What follows belongs to an exercise in optimizing a design on an open flow for small area, a short achievable clock period and few clock cycles per item; a production flow would make more cautious choices.
RTL that was checked went through simulation tests only; none was proved equivalent to the original.
The flow treats the clock pin as an ideal source, which a real chip does not have.
Power and IR drop assume default switching activity.

==> inputs of v2 <==
==> flow/design.v (excerpt) <==
module ts_packet_header_parser (
  input  logic        clk,
  input  logic        rst,
  input  logic        byte_valid,
  output logic        byte_stall,
  input  logic [8:0]  byte_data,   
  output logic        rec_valid,
  input  logic        rec_stall,
  output logic [72:0] rec_data
);
  localparam logic [7:0] ALEN_MAX = 8'(tsph_pkg::PACKET_BYTES - 5);
  localparam logic [7:0] POS_WRAP = 8'(tsph_pkg::PACKET_BYTES);
  localparam int P_IDLE  = tsph_pkg::P_IDLE;
  localparam int P_PAY   = tsph_pkg::P_PAY;
  localparam int P_HDR   = tsph_pkg::P_HDR;
  localparam int P_ALEN  = tsph_pkg::P_ALEN;
  localparam int P_AFL   = tsph_pkg::P_AFL;
  localparam int P_STUFF = tsph_pkg::P_STUFF;
  localparam int P_PSKIP = tsph_pkg::P_PSKIP;
  localparam int P_PEND  = tsph_pkg::P_PEND;
  localparam int P_PCR   = tsph_pkg::P_PCR;
  localparam int P_OPCR  = tsph_pkg::P_OPCR;
  localparam int P_SPL   = tsph_pkg::P_SPL;
  localparam int P_PRIV  = tsph_pkg::P_PRIV;
  localparam int P_EXT   = tsph_pkg::P_EXT;
  localparam int P_LTW   = tsph_pkg::P_LTW;
  localparam int P_RATE  = tsph_pkg::P_RATE;
  localparam int P_SEAM  = tsph_pkg::P_SEAM;
  logic        in_vld, in_vld_n;
  logic [8:0]  in_q, in_q_n;
  logic        bs_q, bs_n;
  logic        in_sync, in_zero, in_long;    
  logic        in_sync_n, in_zero_n, in_long_n;
  logic        ov, ov_n;
  logic [3:0]  okind, ekind;
  logic [1:0]  ost, est;
  logic        olast, elast;
  logic        emit;
  logic [15:0] ph, ph_n;        
  logic        pt, pt_n;        
  logic [5:0]  fcnt, fcnt_n;    
  logic [7:0]  bpos, bpos_n;    
  logic        wrap, wrap_n;    
  logic [7:0]  abl, abl_n;      
  logic [7:0]  fl, fl_n;        
  logic [23:0] hl;              
  logic [41:0] val;             
  logic [7:0]  b;
  logic        pos0, quiet, calm, fld, last;
  logic        do_pend, do_t0, consume, cq, cn;
  logic        sync;
  logic        t_hdr, t_alen, t_afl, t_pskip, t_stuff, t_fld, t_priv;
  logic        adv;
  logic [7:0]  fs;
  logic [15:0] adv_ph;
  logic        adv_pt;
  logic [5:0]  adv_cnt;
  logic [7:0]  adv_fl;
  logic [41:0] vd, ve;
  logic        v_clr, v_pay, v_dec, v_all;
  logic [5:0]  s_pcr;
  ...
clock: 8.0 ns
lec_check: 0
abc_area: 1
cap_margin: 0
core_margin: 2
core_utilization: 50
place_density: 0.8
slew_margin: 0
standard.sh (not shown) runs the stock make flow with config.mk's settings and CLKGATE_MAP_FILE= SYNTH_SCRIPT=/design/flow/synth_recipe.tcl, a recipe that flattens the netlist after the stock synthesis.
==> flow/flow/run.sh <==
#!/bin/bash
# The standard layout (standard.sh: the standard flow's synthesis and ORFS flow) with these
# changes to how it is made:
#  - port buffers are buf_2 cells rather than the delay cells buffer_ports picks by
#    default; every port still gets its own buffer;
#  - the clock tree is built from clkbuf_4 cells under a clkbuf_16 root, with no
#    dummy loads; flow/post_cts.tcl then upsizes to clkbuf_8 any of them whose
#    flip-flop clock pins would see a high slew;
set -euo pipefail
export BUFFER_PORTS_ARGS="-buffer_cell sky130_fd_sc_hd__buf_2"
export CTS_ARGS="-sink_clustering_enable -repair_clock_nets -buf_list sky130_fd_sc_hd__clkbuf_4 -root_buf sky130_fd_sc_hd__clkbuf_16 -dont_use_dummy_load"
export POST_CTS_TCL="$(pwd)/flow/post_cts.tcl"
export SETUP_SLACK_MARGIN=5.4
bash standard.sh finish > standard_flow.log 2>&1
==> flow/flow/post_cts.tcl <==
set_propagated_clock [all_clocks]
estimate_parasitics -placement
set upsized 0
foreach inst [get_cells *] {
  if {[get_property $inst ref_name] ne "sky130_fd_sc_hd__clkbuf_4"} { continue }
  set worst 0.0
  foreach opin [get_pins -of_objects $inst -filter "direction==output"] {
    foreach p [get_pins -of_objects [get_nets -of_objects $opin] -filter "direction==input"] {
      set s [get_property $p slew_max]
      if {$s > $worst} { set worst $s }
    }
  }
  if {$worst > 0.090} {
    replace_cell [get_property $inst full_name] sky130_fd_sc_hd__clkbuf_8
    incr upsized
  }
}
puts "post_cts: upsized $upsized clock buffers to clkbuf_8"
if {$upsized > 0} {
  detailed_placement
  check_placement -verbose
  estimate_parasitics -placement
}
==> inputs of v17, as changes to v2 <==
==> flow/flow/run.sh (replaced) <==
#!/bin/bash
# The standard layout (standard.sh: the standard flow's synthesis and ORFS flow) with three
# changes to how it is made:
#  - port buffers are buf_2 cells rather than the delay cells buffer_ports picks by
#    default; every port still gets its own buffer;
#  - the clock tree uses clkbuf_8 cells under a clkbuf_16 root and no dummy loads;
set -euo pipefail
export BUFFER_PORTS_ARGS="-buffer_cell sky130_fd_sc_hd__buf_2"
export CTS_ARGS="-sink_clustering_enable -repair_clock_nets -buf_list sky130_fd_sc_hd__clkbuf_8 -root_buf sky130_fd_sc_hd__clkbuf_16 -dont_use_dummy_load"
export SETUP_SLACK_MARGIN=5.4
bash standard.sh finish > standard_flow.log 2>&1
--- a/flow/config.mk
+++ b/flow/config.mk
@@ -6,8 +6,8 @@
 export NUM_CORES = 4
 export LEC_CHECK = 0
 export ABC_AREA = 1
-export CAP_MARGIN = 0
+export CAP_MARGIN = 20
 export CORE_MARGIN = 2
 export CORE_UTILIZATION = 50
-export PLACE_DENSITY = 0.8
-export SLEW_MARGIN = 0
+export PLACE_DENSITY = 0.9
+export SLEW_MARGIN = 20
removed: flow/flow/post_cts.tcl
==> comparison table <==
quantity	v2	v17
P_comb	0.000168 W	0.000175 W
Met2 track utilization from global routing	0.4196	0.4055
Result of the run	timing/DRC/antenna clean	timing/DRC/antenna clean
Clock period minus final worst setup slack	2.576 ns	2.575 ns
Period utilisation layout	0.3220	0.3219
Routed metal-1 wirelength	8.182 mm	7.635 mm
Worst reg2reg path depth	15	13
Routed WL per cell	17.29 µm	17.73 µm
Relative slew slack	0.2618	0.5921
Met3 GRT Util	0.05545	0.06626
Internal power consumption	0.0009811 W	0.001035 W
Proportion of cell area occupied by registers	0.4449	0.4386
Non-filler instance count after layout	1083	1086
Testbench counts of v2, summed over its fixed seeds: cycles 36,328, bytes 36,128.
Testbench counts of v17, summed over its fixed seeds: cycles 36,328, bytes 36,128.

---

==> inputs of 02-26 <==
Starting RTL as in the previous note.
Settings: LEC_CHECK=0, ABC_AREA=1, CAP_MARGIN=20, CORE_MARGIN=2, CORE_UTILIZATION=50, PLACE_DENSITY=0.8, SLEW_MARGIN=20; clock period 8.0 ns.
==> flow/flow/run.sh <==
#!/bin/bash
# The standard layout (standard.sh: the standard flow's synthesis and ORFS flow) with three
# changes to how it is made:
#  - port buffers are buf_2 cells rather than the delay cells buffer_ports picks by
#    default; every port still gets its own buffer;
#  - the clock tree uses clkbuf_8 cells under a clkbuf_16 root and no dummy loads;
set -euo pipefail
export BUFFER_PORTS_ARGS="-buffer_cell sky130_fd_sc_hd__buf_2"
export CTS_ARGS="-sink_clustering_enable -repair_clock_nets -buf_list sky130_fd_sc_hd__clkbuf_8 -root_buf sky130_fd_sc_hd__clkbuf_16 -dont_use_dummy_load"
export SETUP_SLACK_MARGIN=5.4
bash standard.sh finish > standard_flow.log 2>&1
==> 06-05: changes against 02-26 <==
==> flow/flow/run.sh (replaced) <==
#!/bin/bash
# The standard layout (standard.sh: the standard flow's synthesis and ORFS flow) with three
# changes to how it is made:
#  - port buffers are buf_2 cells rather than the delay cells buffer_ports picks by
#    default; every port still gets its own buffer;
#  - the clock tree uses clkbuf_4 cells under a clkbuf_16 root and no dummy loads;
set -euo pipefail
export BUFFER_PORTS_ARGS="-buffer_cell sky130_fd_sc_hd__buf_2"
export CTS_ARGS="-sink_clustering_enable -repair_clock_nets -buf_list sky130_fd_sc_hd__clkbuf_4 -root_buf sky130_fd_sc_hd__clkbuf_16 -dont_use_dummy_load"
export SETUP_SLACK_MARGIN=5.4
bash standard.sh finish > standard_flow.log 2>&1
Settings changed: PLACE_DENSITY 0.8 to default.
==> 01-08: changes against 02-26 <==
--- a/flow/design.v
+++ b/flow/design.v
@@ -64,18 +64,22 @@
   logic [15:0] ph, ph_n;        
   logic        pt, pt_n;        
   logic [5:0]  fcnt, fcnt_n;    
   logic [7:0]  bpos, bpos_n;    
   logic        wrap, wrap_n;    
   logic [7:0]  abl, abl_n;      
+  logic [6:1]  le, le_n;        
+  logic        abl_dec;         
   logic [7:0]  fl, fl_n;        
   logic [23:0] hl;              
   logic [41:0] val;             
   logic [7:0]  b;
   logic        pos0, quiet, calm, fld, last;
   logic        do_pend, do_t0, consume, cq, cn;
+  logic        pos0_q, take_q, cq_q, cn_q, t0_q;
+  logic        take_n, cq_n, cn_n, t0_n, pend_n;
   logic        sync;
   logic        t_hdr, t_alen, t_afl, t_pskip, t_stuff, t_fld, t_priv;
   logic        adv;
   logic [7:0]  fs;
   logic [15:0] adv_ph;
   logic        adv_pt;
@@ -89,30 +93,29 @@
   logic [1:0]  s_ltw;
   logic        s_one;
   logic [7:0]  pay_len;
   logic        hshift;        
   logic        pos0_n, quiet_n, calm_n, free_n;
   assign b     = in_q[8:1];
-  assign pos0  = in_q[0] || wrap;
+  assign pos0  = pos0_q;         
   assign quiet = ph[P_IDLE] || ph[P_PAY];
   assign calm  = quiet || ph[P_ALEN] || ph[P_AFL] || ph[P_STUFF] || ph[P_EXT];
   assign fld   = ph[P_PCR] || ph[P_OPCR] || ph[P_SPL] || ph[P_PRIV] || ph[P_EXT] ||
                  ph[P_LTW] || ph[P_RATE] || ph[P_SEAM];
   assign last  = fcnt[0];
   assign sync  = in_sync;
   assign do_pend = !ov && ph[P_PEND];
-  assign do_t0   = !ov && in_vld && pos0 && !quiet && !ph[P_PEND];
-  assign consume = in_vld && (ph[P_PEND] ? (!ov && !pos0)
-                                         : (!(pos0 && !quiet) && (!ov || (calm && !pos0))));
-  assign cq      = consume && pos0;     
-  assign cn      = consume && !pos0 && !ph[P_PEND];
+  assign do_t0   = t0_q;        
+  assign consume = take_q;
+  assign cq      = cq_q;        
+  assign cn      = cn_q;        
   assign t_hdr   = cn && ph[P_HDR] && last;
   assign t_alen  = cn && ph[P_ALEN];
   assign t_afl   = cn && ph[P_AFL];
   assign t_pskip = cn && ph[P_PSKIP] && (val[16:9] == 8'd1);
-  assign t_stuff = cn && ph[P_STUFF] && (abl == 8'd1);
+  assign t_stuff = cn && ph[P_STUFF] && le[1];
   assign t_fld   = cn && fld && last;
   assign t_priv  = t_fld && ph[P_PRIV] && !in_zero;
   assign adv     = t_afl || t_pskip || (t_fld && !t_priv);
   always_comb begin
     if (ph[P_AFL])      fs = {b[4:0], 3'd0};
     else if (ph[P_EXT]) fs = {5'd0, b[7:5]};
@@ -120,47 +123,55 @@
     adv_ph  = '0;
     adv_pt  = 1'b0;
     adv_cnt = '0;
     adv_fl  = fs;
     if (fs[7]) begin
       adv_fl[7] = 1'b0;
-      if (abl <= 8'd6) adv_pt = 1'b1; else adv_ph[P_PCR] = 1'b1;
+      if (le[6]) adv_pt = 1'b1; else adv_ph[P_PCR] = 1'b1;
       adv_cnt[5] = 1'b1;
     end else if (fs[6]) begin
       adv_fl[6] = 1'b0;
-      if (abl <= 8'd6) adv_pt = 1'b1; else adv_ph[P_OPCR] = 1'b1;
+      if (le[6]) adv_pt = 1'b1; else adv_ph[P_OPCR] = 1'b1;
       adv_cnt[5] = 1'b1;
     end else if (fs[5]) begin
       adv_fl[5] = 1'b0;
-      if (abl <= 8'd1) adv_pt = 1'b1; else adv_ph[P_SPL] = 1'b1;
+      if (le[1]) adv_pt = 1'b1; else adv_ph[P_SPL] = 1'b1;
       adv_cnt[0] = 1'b1;
     end else if (fs[4]) begin
       adv_fl[4] = 1'b0;
-      if (abl <= 8'd1) adv_pt = 1'b1; else adv_ph[P_PRIV] = 1'b1;
+      if (le[1]) adv_pt = 1'b1; else adv_ph[P_PRIV] = 1'b1;
       adv_cnt[0] = 1'b1;
     end else if (fs[3]) begin
       adv_fl[3] = 1'b0;
-      if (abl <= 8'd2) adv_pt = 1'b1; else adv_ph[P_EXT] = 1'b1;
+      if (le[2]) adv_pt = 1'b1; else adv_ph[P_EXT] = 1'b1;
       adv_cnt[1] = 1'b1;
     end else if (fs[2]) begin
       adv_fl[2] = 1'b0;
-      if (abl <= 8'd2) adv_pt = 1'b1; else adv_ph[P_LTW] = 1'b1;
+      if (le[2]) adv_pt = 1'b1; else adv_ph[P_LTW] = 1'b1;
       adv_cnt[1] = 1'b1;
     end else if (fs[1]) begin
       adv_fl[1] = 1'b0;
-      if (abl <= 8'd3) adv_pt = 1'b1; else adv_ph[P_RATE] = 1'b1;
+      if (le[3]) adv_pt = 1'b1; else adv_ph[P_RATE] = 1'b1;
       adv_cnt[2] = 1'b1;
     end else if (fs[0]) begin
       adv_fl[0] = 1'b0;
-      if (abl <= 8'd5) adv_pt = 1'b1; else adv_ph[P_SEAM] = 1'b1;
+      if (le[5]) adv_pt = 1'b1; else adv_ph[P_SEAM] = 1'b1;
       adv_cnt[4] = 1'b1;
-    end else if (abl != 8'd1) begin
+    end else if (!le[1]) begin
       adv_ph[P_STUFF] = 1'b1;
     end
     if (adv_ph == '0) adv_ph[P_PEND] = 1'b1;
   end
+  assign abl_dec = cn && (fld || ph[P_AFL] || ph[P_PSKIP] || ph[P_STUFF]);
+  always_comb begin
+    le_n = le;
+    for (int k = 1; k <= 6; k++) begin
+      if (t_alen)       le_n[k] = (b <= 8'(k));
+      else if (abl_dec) le_n[k] = (abl <= 8'(k + 1));
+    end
+  end
   always_comb begin
     ph_n   = ph;
     pt_n   = pt;
     fcnt_n = fcnt;
     abl_n  = abl;
     fl_n   = fl;
@@ -168,13 +179,13 @@
     ekind  = tsph_pkg::KIND_HEADER;
     est    = tsph_pkg::ST_OK;
     elast  = 1'b0;
     v_clr  = 1'b0;
     v_pay  = 1'b0;
     if (cn && (fld || ph[P_HDR])) fcnt_n = fcnt >> 1;
-    if (cn && (fld || ph[P_AFL] || ph[P_PSKIP] || ph[P_STUFF])) abl_n = abl - 8'd1;
+    if (abl_dec) abl_n = abl - 8'd1;
     if (do_pend) begin
       emit  = 1'b1;
       ekind = tsph_pkg::KIND_PAYLOAD;
       elast = 1'b1;
       ph_n  = '0;
       if (pt) begin
@@ -313,24 +324,39 @@
   assign in_zero_n = bs_q ? in_zero : (byte_data[8:1] == 8'd0);
   assign in_long_n = bs_q ? in_long : (byte_data[8:1] > ALEN_MAX);
   assign pos0_n   = in_q_n[0] || wrap_n;
   assign quiet_n  = ph_n[P_IDLE] || ph_n[P_PAY];
   assign calm_n   = quiet_n || ph_n[P_ALEN] || ph_n[P_AFL] || ph_n[P_STUFF] || ph_n[P_EXT];
   assign free_n   = !ov_n;
-  assign bs_n     = in_vld_n && (free_n ? (pos0_n && !quiet_n)
-                                        : (ph_n[P_PEND] || !calm_n || pos0_n));
+  assign pend_n   = ph_n[P_PEND];
+  assign take_n   = in_vld_n && (pend_n ? (free_n && !pos0_n)
+                                        : (!(pos0_n && !quiet_n) && (free_n || (calm_n && !pos0_n))));
+  assign cq_n     = take_n && pos0_n;
+  assign cn_n     = take_n && !pos0_n && !pend_n;
+  assign t0_n     = free_n && in_vld_n && pos0_n && !quiet_n && !pend_n;
+  assign bs_n     = in_vld_n && !take_n;
   always_ff @(posedge clk) begin
     if (rst) begin
       in_vld <= 1'b0;
       bs_q   <= 1'b0;
+      take_q <= 1'b0;
+      cq_q   <= 1'b0;
+      cn_q   <= 1'b0;
+      t0_q   <= 1'b0;
+      pos0_q <= 1'b1;
       ov     <= 1'b0;
       ph     <= 16'(1) << P_IDLE;
       wrap   <= 1'b1;
     end else begin
       in_vld <= in_vld_n;
       bs_q   <= bs_n;
+      take_q <= take_n;
+      cq_q   <= cq_n;
+      cn_q   <= cn_n;
+      t0_q   <= t0_n;
+      pos0_q <= pos0_n;
       ov     <= ov_n;
       ph     <= ph_n;
       wrap   <= wrap_n;
     end
   end
   always_ff @(posedge clk) begin
@@ -339,12 +365,13 @@
     in_zero <= in_zero_n;
     in_long <= in_long_n;
     bpos <= bpos_n;
     pt   <= pt_n;
     fcnt <= fcnt_n;
     abl  <= abl_n;
+    le   <= le_n;
     fl   <= fl_n;
     hl  <= (hl & {24{!(cq || hshift)}}) | ({hl[15:0], b} & {24{hshift}});
     val <= (val & ~ve) | (vd & ve);
     if (emit) begin
       okind <= ekind;
       ost   <= est;
--- a/flow/flow/run.sh
+++ b/flow/flow/run.sh
@@ -4,8 +4,8 @@
 #  - port buffers are buf_2 cells rather than the delay cells buffer_ports picks by
 #    default; every port still gets its own buffer;
 #  - the clock tree uses clkbuf_8 cells under a clkbuf_16 root and no dummy loads;
 set -euo pipefail
 export BUFFER_PORTS_ARGS="-buffer_cell sky130_fd_sc_hd__buf_2"
 export CTS_ARGS="-sink_clustering_enable -repair_clock_nets -buf_list sky130_fd_sc_hd__clkbuf_8 -root_buf sky130_fd_sc_hd__clkbuf_16 -dont_use_dummy_load"
-export SETUP_SLACK_MARGIN=5.4
+export SETUP_SLACK_MARGIN=5.7
 bash standard.sh finish > standard_flow.log 2>&1
Settings changed: PLACE_DENSITY 0.8 to default.
==> notes.md <==
| quantity | 02-26 | 06-05 | 01-08 |
|---|---|---|---|
| Result of the run | finished clean | finished clean | finished clean |
| Standard-cell row count | 42 | 42 | 44 |
| Routed WL | 18.7 mm | 20.3 mm | 21.4 mm |
| Net count of the finished layout | 934 | 951 | 993 |
| Sequential-to-total area share from yosys stat | 51.2% | 51.2% | 51.6% |
| Post-synth design cell area | 6900 µm² | 6900 µm² | 7330 µm² |
| Sequential cell fraction of total power | 58.6% | 61.2% | 55.6% |
| Met1 Wirelength | 8.07 mm | 8.50 mm | 9.51 mm |
| Area taken by multi-input logic gates | 2930 µm² | 2950 µm² | 3020 µm² |
| Avg Inst Size Synth | 8.70 µm² | 8.70 µm² | 8.68 µm² |
| Largest fanout on the critical path | 3 | 3 | 2 |
| Area fraction of the dominant cell type after synthesis | 36.1% | 36.1% | 36.0% |
| Simple-Gate Fraction of Synth Area | 21.2% | 21.2% | 20.9% |
| Die boundary height | 121 µm | 121 µm | 125 µm |
| GRT Util Overall | 25.7% | 27.8% | 27.7% |
| Final design instance area without fill | 8020 µm² | 8080 µm² | 8740 µm² |
| Flip-flop and latch power | 0.820 mW | 0.814 mW | 0.907 mW |
| Switching share of power | 26.3% | 28.2% | 28.8% |
| Flop-to-flop setup slack | 5500 ps | 5530 ps | 5890 ps |
| IR drop worst, VDD | 0.107 mV | 0.0877 mV | 0.114 mV |
| Combinational cell fraction of total power | 11.5% | 13.7% | 17.6% |
Testbench counts of 02-26, summed over its fixed seeds: cycles 36,328, bytes 36,128.
Testbench counts of 06-05, summed over its fixed seeds: cycles 36,328, bytes 36,128.
For 01-08, only the layout was checked, not whether the RTL still works.

static timing again, ports no longer ideal:
In the flow no input, the clock included, has a driving cell. The finished layouts below were timed again as built, in two steps. Step 1: set_driving_cell puts a clkbuf_16 on clk and a buf_2 on each other input, an assumption about the parent block. Step 2, shift: input delay + t, output delay - t, t = (earliest + latest rising clock arrival at the registers) / 2. This alone moves slack from input paths to output paths. a / b / c = no drivers / after step 1 / after step 2; a / b = the first two.
run | shift t [ns] | setup slack, ns | hold WS [ns] | slew at the worst register clock pin (ns) | worst slew at a driven data input, ns
v2 | 0.399 | 5.424 / 5.385 / 5.403 | 0.478 / 0.478 / 0.478 | 0.09 / 0.09 | 0.03
v17 | 0.412 | 5.425 / 5.386 / 5.369 | 0.477 / 0.477 / 0.477 | 0.08 / 0.08 | 0.03
02-26 | 0.405 | 5.437 / 5.398 / 5.383 | 0.479 / 0.479 / 0.479 | 0.09 / 0.09 | 0.03
06-05 | 0.413 | 5.425 / 5.382 / 5.370 | 0.480 / 0.480 / 0.480 | 0.12 / 0.12 | 0.03
01-08 | 0.412 | 5.451 / 5.407 / 5.379 | 0.465 / 0.465 / 0.465 | 0.09 / 0.09 | 0.04
After both steps every run listed still meets setup and hold. The setup slack of 01-08, which loses most, moves by -0.044 ns with the drivers and by -0.072 ns with both steps.
